Background: an optimization exercise with open tools, aiming at small area. Do not read the settings as production practice.
Function was checked by simulation only, so behaviour that the tests miss may differ from the original.
Power figures rest on the tool's default switching activity, not on a simulated workload.

==> design.v <==
`default_nettype none
module trace_hold_reg #(
   parameter int W = 8
)(
   input  wire          usb_clk,
   input  wire          ld,
   input  wire          nld,
   input  wire [W-1:0]  d,
   output logic [W-1:0] q
);
   always_ff @(posedge usb_clk) begin
      q <= (q & {W{nld}}) | (d & {W{ld}});
   end
endmodule
`default_nettype wire
`default_nettype none
module trace_rd_aoi3 (
   input  wire [2:0] a,
   input  wire [2:0] s,
   output wire       y_n
);
   assign y_n = ~((a[0] & s[0]) | (a[1] & s[1]) | (a[2] & s[2]));
endmodule
`default_nettype wire
`default_nettype none
module trace_inv (
   input  wire a,
   output wire y
);
   assign y = ~a;
endmodule
`default_nettype wire
`default_nettype none
module trace_reg_top (
   input  wire         usb_clk,
   input  wire         reset_i,
   input  wire [7:0]   reg_address,
   input  wire [6:0]   reg_bytecnt,
   input  wire [7:0]   write_data,
   input  wire         reg_read,
   input  wire         reg_write,
   input  wire         reg_addrvalid,
   output wire [7:0]   read_data,
   output wire         selected,
   output wire [7:0]   pattern_enable,
   output wire [7:0]   pattern_trig_enable,
   output wire [2:0]   trace_width,
   output wire         capture_raw,
   output wire         record_syncs,
   output wire [511:0] trace_patterns,
   output wire [511:0] trace_masks,
   output wire         reset_sync,
   input  wire [63:0]  trace_counts,
   input  wire         synchronized
);
   wire [5:0] off  = reg_address[5:0];
   wire [2:0] lane = reg_bytecnt[2:0];
   assign selected = reg_addrvalid && (reg_address[7:6] == 2'd2);
   wire wr = selected && reg_write;
   wire rd = selected && reg_read;
   wire [7:0]  lane_oh;
   wire [63:0] off_oh;
   genvar gi;
   generate
      for (gi = 0; gi < 8; gi++) begin : g_lane
         assign lane_oh[gi] = (lane == gi);
      end
      for (gi = 0; gi < 64; gi++) begin : g_off
         assign off_oh[gi] = (off == gi);
      end
   endgenerate
   wire [7:0] pat_d  = write_data & {8{~reset_i}};
   wire [7:0] mask_d = write_data | {8{reset_i}};
   wire [1023:0] rule_q;
   wire [127:0]  rule_sel;    
   wire [15:0]   reg_wr;      
   wire [15:0]   reg_ld;      
   wire [7:0]    lane_ld;     
   assign reg_ld  = reg_wr | {16{reset_i}};
   assign lane_ld = lane_oh | {8{reset_i}};
   generate
      for (gi = 0; gi < 128; gi++) begin : g_byte
         wire ld;
         wire nld;
         if (gi % 8 == 0) begin : g_reg
            assign reg_wr[gi/8] = wr & off_oh[16 + gi/8];
         end
         assign rule_sel[gi] = off_oh[16 + gi/8] & lane_oh[gi%8];
         assign nld = ~(reg_ld[gi/8] & lane_ld[gi%8]);
         trace_inv i_ld (.a (nld), .y (ld));
         for (genvar k = 0; k < 8; k = k + 4) begin : g_part
            trace_hold_reg #(.W(4)) i_part (
               .usb_clk (usb_clk),
               .ld      (ld),
               .nld     (nld),
               .d       ((gi < 64) ? pat_d[k +: 4] : mask_d[k +: 4]),
               .q       (rule_q[8*gi + k +: 4])
            );
         end
      end
   endgenerate
   assign trace_patterns = rule_q[511:0];
   assign trace_masks    = rule_q[1023:512];
   wire [7:0] pen_q, ptrig_q;
   wire [2:0] width_q;
   wire       raw_q, syncs_q;
   wire ld_pen   = reset_i | (wr & off_oh[2]);
   wire ld_ptrig = reset_i | (wr & off_oh[3]);
   wire ld_width = reset_i | (wr & off_oh[4]);
   wire ld_raw   = reset_i | (wr & off_oh[5]);
   wire ld_syncs = reset_i | (wr & off_oh[6]);
   trace_hold_reg #(.W(4)) i_pen_lo (
      .usb_clk (usb_clk), .ld (ld_pen), .nld (~ld_pen), .d (pat_d[3:0]), .q (pen_q[3:0]));
   trace_hold_reg #(.W(4)) i_pen_hi (
      .usb_clk (usb_clk), .ld (ld_pen), .nld (~ld_pen), .d (pat_d[7:4]), .q (pen_q[7:4]));
   trace_hold_reg #(.W(4)) i_ptrig_lo (
      .usb_clk (usb_clk), .ld (ld_ptrig), .nld (~ld_ptrig), .d (pat_d[3:0]), .q (ptrig_q[3:0]));
   trace_hold_reg #(.W(4)) i_ptrig_hi (
      .usb_clk (usb_clk), .ld (ld_ptrig), .nld (~ld_ptrig), .d (pat_d[7:4]), .q (ptrig_q[7:4]));
   trace_hold_reg #(.W(3)) i_width (
      .usb_clk (usb_clk), .ld (ld_width), .nld (~ld_width),
      .d ({mask_d[2], pat_d[1:0]}), .q (width_q));    
   trace_hold_reg #(.W(1)) i_raw (
      .usb_clk (usb_clk), .ld (ld_raw), .nld (~ld_raw), .d (mask_d[0]), .q (raw_q));
   trace_hold_reg #(.W(1)) i_syncs (
      .usb_clk (usb_clk), .ld (ld_syncs), .nld (~ld_syncs), .d (pat_d[0]), .q (syncs_q));
   assign pattern_enable      = pen_q;
   assign pattern_trig_enable = ptrig_q;
   assign trace_width         = width_q;
   assign capture_raw         = raw_q;
   assign record_syncs        = syncs_q;
   reg rs_q, rs_qq;
   always_ff @(posedge usb_clk) begin
      if (reset_i) begin
         rs_q  <= 1'b0;
         rs_qq <= 1'b0;
      end
      else begin
         rs_q  <= wr & off_oh[7];
         rs_qq <= rs_q;
      end
   end
   assign reset_sync = rs_q & ~rs_qq;
   localparam [63:0] NAME = 64'h6563_6172_546d_7241;
   wire [7:0] name_byte  = NAME[8*lane +: 8];
   wire [7:0] misc_byte =
        {7'd0, off_oh[1]}
      | ({8{off_oh[2]}} & pen_q)
      | ({8{off_oh[3]}} & ptrig_q)
      | {5'd0, {3{off_oh[4]}} & width_q}
      | {7'd0, off_oh[5] & raw_q}
      | {7'd0, off_oh[6] & syncs_q}
      | {7'd0, off_oh[8] & synchronized};
   wire [7:0] count_sel;
   generate
      for (gi = 0; gi < 8; gi++) begin : g_csel
         assign count_sel[gi] = off_oh[9] & lane_oh[gi];
      end
   endgenerate
   wire [7:0] rd_comb;
   generate
      for (gi = 0; gi < 8; gi++) begin : g_rbit
         wire [137:0] a;
         wire [137:0] s;
         wire [45:0]  y_n;
         for (genvar b = 0; b < 128; b++) begin : g_in
            assign a[b] = rule_q[8*b + gi];
            assign s[b] = rule_sel[b];
         end
         for (genvar l = 0; l < 8; l++) begin : g_cnt
            assign a[128 + l] = trace_counts[8*(7 - l) + gi];
            assign s[128 + l] = count_sel[l];
         end
         assign a[136] = name_byte[gi];
         assign s[136] = off_oh[0];
         assign a[137] = misc_byte[gi];
         assign s[137] = rd;    
         for (genvar k = 0; k < 46; k++) begin : g_slice
            trace_rd_aoi3 i_aoi (.a (a[3*k +: 3]), .s (s[3*k +: 3]), .y_n (y_n[k]));
         end
         assign rd_comb[gi] = rd & ~(&y_n);
      end
   endgenerate
   reg [7:0] rdata_q;
   always_ff @(posedge usb_clk) rdata_q <= rd_comb;
   assign read_data = rdata_q;
endmodule
`default_nettype wire
==> flow/run.sh <==
#!/bin/bash
# Standard ORFS layout (standard synthesis unchanged), with:
#  - IO pins allowed on every routing track, so a smaller die still holds all 1148 ports,
#  - port buffers made of the smallest buffer cell (every port still gets one),
#  - combinational cells set to their smallest drive strength before placement
#    (flow/downsize.tcl; placement's repair_design sizes up what needs it),
#  - a clock tree with larger sink clusters and no dummy loads.
# Full tool output goes to flow.log here; ORFS's own per-step logs stay under orfs/logs.
set -euo pipefail
bash standard.sh \
  "PLACE_PINS_ARGS=-min_distance 1 -min_distance_in_tracks" \
  "BUFFER_PORTS_ARGS=-buffer_cell sky130_fd_sc_hd__buf_1" \
  "PRE_GLOBAL_PLACE_TCL=$PWD/flow/downsize.tcl" \
  "CTS_ARGS=-sink_clustering_enable -repair_clock_nets -dont_use_dummy_load -sink_clustering_size 28 -sink_clustering_max_diameter 100" \
  finish > flow.log 2>&1
==> flow/downsize.tcl <==
# Before global placement: put every combinational cell in the smallest-area cell of its
# family (same function, other drive strength). Registers, buffers and tie cells are left
# alone. Placement's repair_design then sizes up whatever needs it.
set n_swapped 0
set area_before [rsz::design_area]
foreach inst [get_cells *] {
  set master [get_property $inst ref_name]
  if {![regexp {^(sky130_fd_sc_hd__[a-z0-9]+)_([0-9]+)$} $master -> family strength]} { continue }
  if {[regexp {__(df|edf|sdf|dl|buf|clkbuf|conb|tap|fill|decap|clkdly|dlygate|diode)} $master]} { continue }
  set best $master
  set best_area [get_property [get_lib_cells */$master] area]
  foreach lc [get_lib_cells */${family}_*] {
    set name [get_property $lc name]
    if {![regexp "^${family}_\[0-9\]+\$" $name]} { continue }
    if {[get_property $lc dont_use]} { continue }
    set a [get_property $lc area]
    if {$a < $best_area} { set best $name; set best_area $a }
  }
  if {$best ne $master} {
    replace_cell $inst [get_lib_cells */$best]
    incr n_swapped
  }
}
puts "downsize: swapped $n_swapped cells, area [expr $area_before*1e12] -> [expr [rsz::design_area]*1e12]"
==> standard.sh <==
#!/bin/bash
# synth_recipe.tcl (not shown) runs the flow's synth.tcl, then flattens the netlist and writes it again
# the make line also repeats each setting of config.mk as NAME=value (left out here)
make -C /OpenROAD-flow-scripts/flow DESIGN_CONFIG=/design/flow/config.mk WORK_HOME=/design/flow/orfs CLKGATE_MAP_FILE= SYNTH_SCRIPT=/design/flow/synth_recipe.tcl "${@:-finish}"
==> config.mk <==
export PLATFORM = sky130hd
export DESIGN_NAME = trace_reg_top
export DESIGN_NICKNAME = trace_reg_top
export VERILOG_FILES = /design/flow/design.v
export SDC_FILE = /design/flow/constraint.sdc
export NUM_CORES = 4
export LEC_CHECK = 0
export CAP_MARGIN = 20
export CORE_AREA = 4 4 296 296
export DIE_AREA = 0 0 300 300
export SLEW_MARGIN = 20
export SYNTH_HIERARCHICAL = 1
export SYNTH_MINIMUM_KEEP_SIZE = 0
==> constraint.sdc <==
create_clock -name core_clock -period 10.0 [get_ports {usb_clk}]
set_input_delay 2.0000 -clock core_clock [delete_from_list [all_inputs] [get_ports {usb_clk}]]
set_output_delay 2.0000 -clock core_clock [all_outputs]
set_load 0.01 [all_outputs]
==> flow_metrics.env <==
export IMPL_grt_total_usage_pct=41.2
export IMPL_synth_async_reset_ratio_pct=0
export IMPL_ctsResizeCount=0
export IMPL_wl_per_cell_um=36.4
export IMPL_final_min_period_over_clock_period_pct=55.0
export IMPL_core_rowCount=106
export IMPL_crit_slowest_cell="nor4_1"
export IMPL_slew_viol_final=0
export IMPL_ctsRootBufferMaster="clkbuf_16"
export IMPL_start_util_pct=44.4
export IMPL_timing_critical_path_to_type="flip-flop"
export IMPL_finish_cell_count_without_fillers=5491
export IMPL_whs_path_depth=1
export IMPL_finClkSkew_ns=0.0598
export IMPL_cpLargestDelayFamily="simple AND/OR/NAND/NOR gates"
export IMPL_hold_path_startpoint="rs_q"
export IMPL_count_of_cell_types_in_the_netlist=41
export IMPL_tightestPinTransition_ns=1.23
export IMPL_die_area_um2=90000
export IMPL_drive_gt1_share_pct=3.07
export IMPL_cts_reportedPaths_clkPinSlew_ns=0.11
export IMPL_routed_wirelength_um=200000
export IMPL_ff2ff_path_depth=7
export IMPL_outcome="timing/DRC/antenna clean"
export IMPL_leakagePower_nw=17.6
export IMPL_hold_buffers=0
export IMPL_worstSetupStartpointType="primary input"
export IMPL_sequential_cell_area_um2=21100
export IMPL_ys_top_cells_by_area="dfxtp_1 57%, a22o_1 25%, a222oi_1 9.9%"
export IMPL_rsz0062_at_grt="false"
export IMPL_post_synth_top_flop="dfxtp_1"
export IMPL_ys_warnings_count=10
export IMPL_clkSinkCount=1055
export IMPL_regToRegSetupSlack_ns=7.19
export IMPL_timing_critical_path_slowest_cell_delay_ns=1.07
export IMPL_io_pins=1148
export IMPL_route_detailed_drc=0
export IMPL_cap_violations=0
export IMPL_worst_ir_drop_on_vdd_mv=0.116
export IMPL_first_global_vias=33800
export IMPL_worstPathCellList="buf_1 > nand2b_2 > buf_4 > nor2_1 > a222oi_1 > nand4_1 > nor4_1 > a31oi_1"
export IMPL_hold_viol=0
export IMPL_crit_buf_inv=2
export IMPL_synth_top_cell_by_area="dfxtp_1"
export IMPL_clock_latency_ns=0.64
export IMPL_setup_violations_final=0
export IMPL_detailed_router_s_first_iteration_violation_count=6773
export IMPL_worst_endpoint_required_ns=10.46
export IMPL_globalplace_congestion=1.02
export IMPL_detailed_place_hpwl_um=144000
export IMPL_reg2reg_to="rdata_q[0]"
export IMPL_route_detailed_vias_per_inst=7.00
export IMPL_timing_hold_worst_class="reg2reg"
export IMPL_area_growth_pct=18.7
export IMPL_ant_nets=0
export IMPL_die_width_um=300
export IMPL_cp_startpoint="reg_bytecnt[2]"
export IMPL_ctsHtreeMaxLevel=2
export IMPL_synthesis_instances=3168
export IMPL_yosys_register_bits=1055
export IMPL_grt_pass1_wl_um=270000
export IMPL_synth_enable_flop_cells=0
export IMPL_worst_slew_margin_rel_pct=17.4
export IMPL_floorplan_die_height_um=300
export IMPL_post_cts_setup_buffers=0
export IMPL_first_pass_iters=17
export IMPL_antenna_found_initial=32
export IMPL_worstSetupPathType="in2reg"
export IMPL_routed_via_count=38500
export IMPL_io_buffers=1143
export IMPL_grt_max_degree=66
export IMPL_multiInputGateArea_um2=15600
export IMPL_synth_top_cell_area_share_pct=56.5
export IMPL_min_to="rs_qq"
export IMPL_layout_nets=4432
export IMPL_synth_sequential_area_ratio_pct=56.5
export IMPL_totalNegativeSetupSlack_ns=0
export IMPL_cts_buffers_inserted=44
export IMPL_dp_cells=5421
export IMPL_fillers=8007
export IMPL_most_instantiated_cells_after_synthesis="1055 x dfxtp_1, 1050 x a22o_1, 368 x a222oi_1"
export IMPL_pwr_density_cell_nw_per_um2=211
export IMPL_synth_fp_nets=3266
export IMPL_post_route_min_period_ns=5.50
export IMPL_worstPathMaxFanout=14
export IMPL_gr_total_overflow=0
export IMPL_max_clock_freq_ghz=0.182
export IMPL_critical_path_at_ns=5.96
export IMPL_synth_area_um2=37300
export IMPL_core_area_um2=84100
export IMPL_timing_rr_start="i_pen_lo.q[0]"
export IMPL_syn_area_per_cell_um2=11.8
export IMPL_cts_root_to_sink_buffers=3
export IMPL_post_synth_top_count_cell="dfxtp_1"
export IMPL_cts_tree="done"
==> routing by layer <==
layer  track usage [%]  vias up  share of wire [%]
li1                  -    15800                  -
met1              53.5    18900                 38
met2              58.2     3191                 41
met3              15.7      591                 14
met4              24.7       12                7.3
met5             0.162        -              0.036
==> placed cells by master, fill, tap and decap left out, types with 2 or more instances in the layout <==
cell type,count
o21ai_0,2
nor2b_1,4
or2_4,8
ha_1,5
and3b_1,2
dfxtp_1,1055
a21oi_1,3
inv_1,135
a31o_2,19
and2_1,4
nand2b_2,11
and3_1,2
nor2b_4,8
buf_4,26
and4b_1,3
nand2_1,153
or3_1,2
a31oi_1,9
nand4_1,88
conb_1,2
buf_1,1142
clkbuf_16,44
a22o_1,1050
nand2_2,4
diode_2,25
a221o_1,2
nor2_1,138
nor4_1,20
nor4_2,5
and4bb_2,2
a222oi_1,368
a21o_1,2
==> per-module statistics from Yosys (local to each module, per instance), a selection <==
module | area (µm²) | flip-flops and latches | times used
trace_rd_aoi3 | 10.0 | 0 | 368
trace_reg_top | 3110 | 10 | 1
trace_inv | 3.75 | 0 | 128
==> cell families (layout without fill, tap and decap cells) <==
logic type,count (synthesis),count (layout),share of synthesized area [%]
AOI/OAI and AO/OA,1457,1457,35.3
adders and majority gates,5,5,0.168
DFF,1055,1055,56.5
and+or+nand+nor,463,463,5.94
buffers and inverters,185,1349,2.01
other,2,27,0.0201
muxes,1,1,0.0301
==> how the worst max path moves through the flow <==
stage	to	slack [ns]	cells past startpoint
after CTS	rdata_q[1]	4.78	7
final	rdata_q[0]	4.50	8
after global routing	rdata_q[0]	4.71	8
after global placement	rdata_q[1]	4.13	7
after detailed placement	rdata_q[1]	4.14	7
after floorplan	i_syncs.q	5.04	4
==> sequential cells by signal (all words and copies together) (netlist names) <==
register	flops
rdata_q	8
rs_qq	1
i_ptrig_hi.q	4
i_pen_hi.q	4
i_pen_lo.q	4
i_width.q	3
i_raw.q	1
i_ptrig_lo.q	4
i_syncs.q	1
g_byte.g_part.i_part.q	1024
rs_q	1
==> stage by stage <==
step	total power (W)	instance area (µm²)	setup WS, ns	hold WS [ns]	util, %
after CTS	0.00925	44200	4.78	0.476	52.6
after floorplan	0.00616	37300	5.04	0.430	-
after detailed placement	0.00720	43100	4.14	0.457	51.3
final	0.00936	44300	4.50	0.474	52.7
after global routing	0.00959	44300	4.71	0.489	52.7
after global placement	0.00719	43100	4.13	0.450	51.3
==> area by class of cell <==
cell class	instances	share of cell area (%)
sequential	1055	47.6
clock buffer	44	2.48
inverter	135	1.14
tap	1134	3.20
antenna	25	0.141
multi-input combinational	1928	35.2
timing repair buffer	1170	10.2
==> report_power, final <==
part           leakage (nW)  internal, W  switching [W]
Combinational          8.19     0.000654        0.00119
Sequential             8.83      0.00476       0.000629
Clock                 0.542     0.000796        0.00134

-- afterwards: timing with drivers on the ports --
No port has a modelled driver above. Below, the same layout with a new extraction and two added sets of constraints.
Step 1 assumes that a clkbuf_16 drives the clock port and a buf_2 every other input.
Step 2 also shifts input and output timing later by t, the mid clock arrival at the registers, as if the neighbouring blocks saw the same clock.
Slacks: no drivers / after step 1 / after step 2; pairs: no drivers / after step 1.
shift t [ns]: 0.696
setup slack, ns: 4.495 / 4.431 / 3.735
pins driven straight from the clock port: 1
After both steps setup and hold are still met in this run. For this run, drivers alone change the setup slack by -0.064 ns; drivers and shift together by -0.760 ns.
